This is an optimization exercise on Yosys and OpenROAD, whose aim is small area, a short achievable clock period and few clock cycles per item, not a production implementation. In this exercise RTL edits were held to simulation tests only and were not proved equivalent to the original. Power is estimated from default activity; no workload was simulated.

// bicubic_resampler
module bicubic_resampler #(
    parameter int LEN_W = bicubic_pkg::LEN_W
) (
    input  wire logic              CLK,
    input  wire logic              RST,
    input  wire logic              start_i,
    input  wire logic [LEN_W-1:0]  src_len_i,
    input  wire logic [LEN_W-1:0]  dst_len_i,
    input  wire logic              src_valid_i,
    input  wire bicubic_pkg::pix_t src_pix_i,
    output logic                   src_ready_o,
    output logic                   out_valid_o,
    output bicubic_pkg::pix_t      out_pix_o,
    input  wire logic              out_ready_i,
    output logic                   done_o
);
Size in the first run: about 38 I/O pins, about 27,000 um2 of cells after synthesis.
export LEC_CHECK = 0
export ABC_CLOCK_PERIOD_IN_PS = 4000
export CAP_MARGIN = 20
export CORE_MARGIN = 2
export CORE_UTILIZATION = 55
export CTS_CLUSTER_DIAMETER = 100
export CTS_CLUSTER_SIZE = 22
export PLACE_DENSITY = 0.75
export SETUP_SLACK_MARGIN = 5
export SLEW_MARGIN = 20
export SYNTH_HIERARCHICAL = 1
export TNS_END_PERCENT = 60
create_clock -name core_clock -period 10.0 [get_ports {CLK}]
standard.sh (not shown) runs the stock make flow with config.mk's settings and CLKGATE_MAP_FILE= SYNTH_SCRIPT=/design/flow/synth_recipe.tcl, a recipe that flattens the netlist after the stock synthesis.
==> flow/flow/run.sh <==
#!/bin/bash
set -euo pipefail
sed 's/ SETUP_SLACK_MARGIN=[0-9.]* / SETUP_SLACK_MARGIN=6.6 /' standard.sh > standard_margin.sh
grep -q 'SETUP_SLACK_MARGIN=6.6' standard_margin.sh
bash standard_margin.sh > standard.log 2>&1
Testbench counts at the start, summed over its fixed seeds: cycles 18,916, items 16,987.
Edit:
- CTS_CLUSTER_DIAMETER: 100 -> unset
- CTS_CLUSTER_SIZE: 22 -> unset
- TNS_END_PERCENT: 60 -> unset
Effect: Final cell count rises by about 1.1%. Total power increases by 5.5%. Area after synthesis is unchanged. Global-route usage grows by 0.64 points. Die area is unchanged. Utilization is higher by 1.4 points. Count of clock-buffer cells in the layout increases by 31. Combinational power goes down by about 4.4%. Via count climbs by 0.63%. Design area came out higher by 2.3%.
Edit:
- GPL_ROUTABILITY_DRIVEN: unset -> 0
=> Wire length hardly moves; via count came out higher by about 0.9%; clock skew goes up by 0.011 ns; utilization fell by 0.10 points; worst setup slack is worse by 0.056 ns; first-iteration DRC count fell by about 1.3%; total power hardly moves; register-to-register slack got worse by 0.06 ns; count of clock-buffer cells in the layout is lower by 7; sequential power stays flat; synthesized cell count is unchanged.

## try-sierra
bicubic_resampler again, from the RTL that the note above started with.
export LEC_CHECK = 0
export ABC_CLOCK_PERIOD_IN_PS = 4000
export CAP_MARGIN = 20
export CORE_MARGIN = 2
export CORE_UTILIZATION = 55
export PLACE_DENSITY = 0.85
export SETUP_SLACK_MARGIN = 5
export SLEW_MARGIN = 20
export SYNTH_HIERARCHICAL = 1
create_clock -name core_clock -period 10.0 [get_ports {CLK}]
Scripts as last shown in full above: flow/flow/run.sh
Testbench counts of try-sierra, summed over its fixed seeds: cycles 18,916, items 16,987.
Changes in try-amber relative to try-sierra:
Settings: CTS_CLUSTER_DIAMETER now 100, previously not set; TNS_END_PERCENT now 30, previously not set; CTS_CLUSTER_SIZE now 22, previously not set; PLACE_DENSITY now 0.75, was 0.85.
### Flow results
Re power share of the sequential group: try-amber is 1.8 points up on try-sierra. The worst clock skew on the final layout in try-amber sits 0.024 ns above the value recorded for try-sierra. Peak fanout along the critical path in try-amber vs try-sierra: down 34. Against try-sierra as the reference, try-amber delivers a lower clock share of power. try-amber does better than try-sierra on final area. Compared with try-sierra, combinational cell power in try-amber increased slightly. Core utilization is lower on try-amber. Between try-sierra and try-amber, the flow reports net load switching power decreasing by a few percent. try-amber vs. try-sierra: met3 routed wirelength now sits lower; total power consumption of the routed design now sits lower; total length of routed wires now sits lower.
Changes in try-violet relative to try-amber:
Settings: PLACE_DENSITY: 0.75 -> 0.8; TNS_END_PERCENT: 30 -> unset.
Results
- Lower post-cts resize count goes to try-amber over try-violet.
- Compared with try-amber, in try-violet final worst-path setup slack has increased; count of TritonRoute iterations in the first routing pass rose by 3; non-clock buffer count fell by 6; total design power now sits lower.
- Relative to try-amber, total length of routed met2 wires has increased by about 2.5% in try-violet.
- In the metrics for try-violet and try-amber, the one carrying the higher CTS buffer count is try-amber.
Input-level comparison between try-raven and try-violet:
Settings: PLACE_DENSITY changed from 0.8 to 0.75.
Cell with the biggest individual delay on the critical path = sky130_fd_sc_hd__clkdlybuf4s50_1: try-violet; cell with the biggest individual delay on the critical path = sky130_fd_sc_hd__edfxtp_1: try-raven
On fraction of area in multi-input gates, try-violet tracks try-raven almost exactly.
Summary of try-raven over try-violet: final core area utilization saw a decrease, final cell count without fillers saw little to no change.
try-raven vs try-violet — layout filler cell count climbed by a few percent
DRC violations left came out exactly the same in try-raven and try-violet.
Looking at required arrival time at the worst endpoint, try-raven sits 0.17 ns lower than try-violet does.
The global-route met1 utilization on try-violet is in line with that on try-raven.
Taking try-violet as the reference, in try-raven relative slew slack dropped 0.69 points; worst hold slack climbed 0.011 ns; share of the cycle needed by the critical path after routing barely changed; fmax barely changed.
diff inputs: try-raven => try-lagoon
Settings: CTS_CLUSTER_SIZE no longer set, was 22; CTS_CLUSTER_DIAMETER no longer set, was 100; CAP_MARGIN now 10, was 20; SLEW_MARGIN now 10, was 20.
Findings:
- From try-raven to try-lagoon the numbers moved as follows: overall power after layout shows an increase of 11%, post-route core utilization shows an increase of 2.3 points.
- Summary — global routing usage summed across all routing layers, try-lagoon relative to try-raven: higher, by 0.76 points.
- try-lagoon improves on try-raven in worst setup timing slack at the placement stage.
- Going from try-raven to try-lagoon, proportion of power drawn by combinational gates lost 4.2 points; register-to-register slack picked up an extra 0.03 ns; post-CTS repair timing setup buffer count picked up an extra 3; non-clock buffer count picked up an extra 7.
- try-lagoon ends up with a pin count of the biggest net entering global routing that is 39% higher than in try-raven.

## what the ideal ports hide
In the flow no input, the clock included, has a driving cell. The finished layouts below were timed again as built, in two steps.
Step 1: set_driving_cell puts a clkbuf_16 on CLK and a buf_2 on each other input, an assumption about the parent block.
Step 2 moves the port delays by t, midway between the first and last clock arrival at a register: inputs arrive t later, outputs are due t later. That takes back most of the time a late clock gives input paths.
Three values: no drivers, after step 1, after step 2; two values: the first two.
| run | shift t [ns] | setup WS [ns] | clock arrival spread, ns | worst slew at a driven data input, ns |
|---|---|---|---|---|
| the first run of note 1 | 0.618 | 6.562 / 6.504 / 6.036 | 0.054 / 0.054 | 0.04 |
| the second run of note 1 | 0.617 | 6.650 / 6.650 / 6.083 | 0.021 / 0.021 | 0.05 |
| the third run of note 1 | 0.621 | 6.594 / 6.594 / 6.023 | 0.032 / 0.033 | 0.03 |
| try-sierra | 0.616 | 6.624 / 6.656 / 6.042 | 0.022 / 0.022 | 0.06 |
| try-amber | 0.619 | 6.500 / 6.441 / 6.043 | 0.055 / 0.055 | 0.04 |
| try-violet | 0.600 | 6.606 / 6.618 / 6.031 | 0.049 / 0.050 | 0.03 |
| try-raven | 0.601 | 6.598 / 6.598 / 6.069 | 0.038 / 0.038 | 0.04 |
| try-lagoon | 0.641 | 6.632 / 6.632 / 6.053 | 0.024 / 0.023 | 0.04 |
After both steps setup and hold are still met in every run listed. The setup slack of try-sierra, which loses most, moves by +0.032 ns with the drivers and by -0.582 ns with both steps.
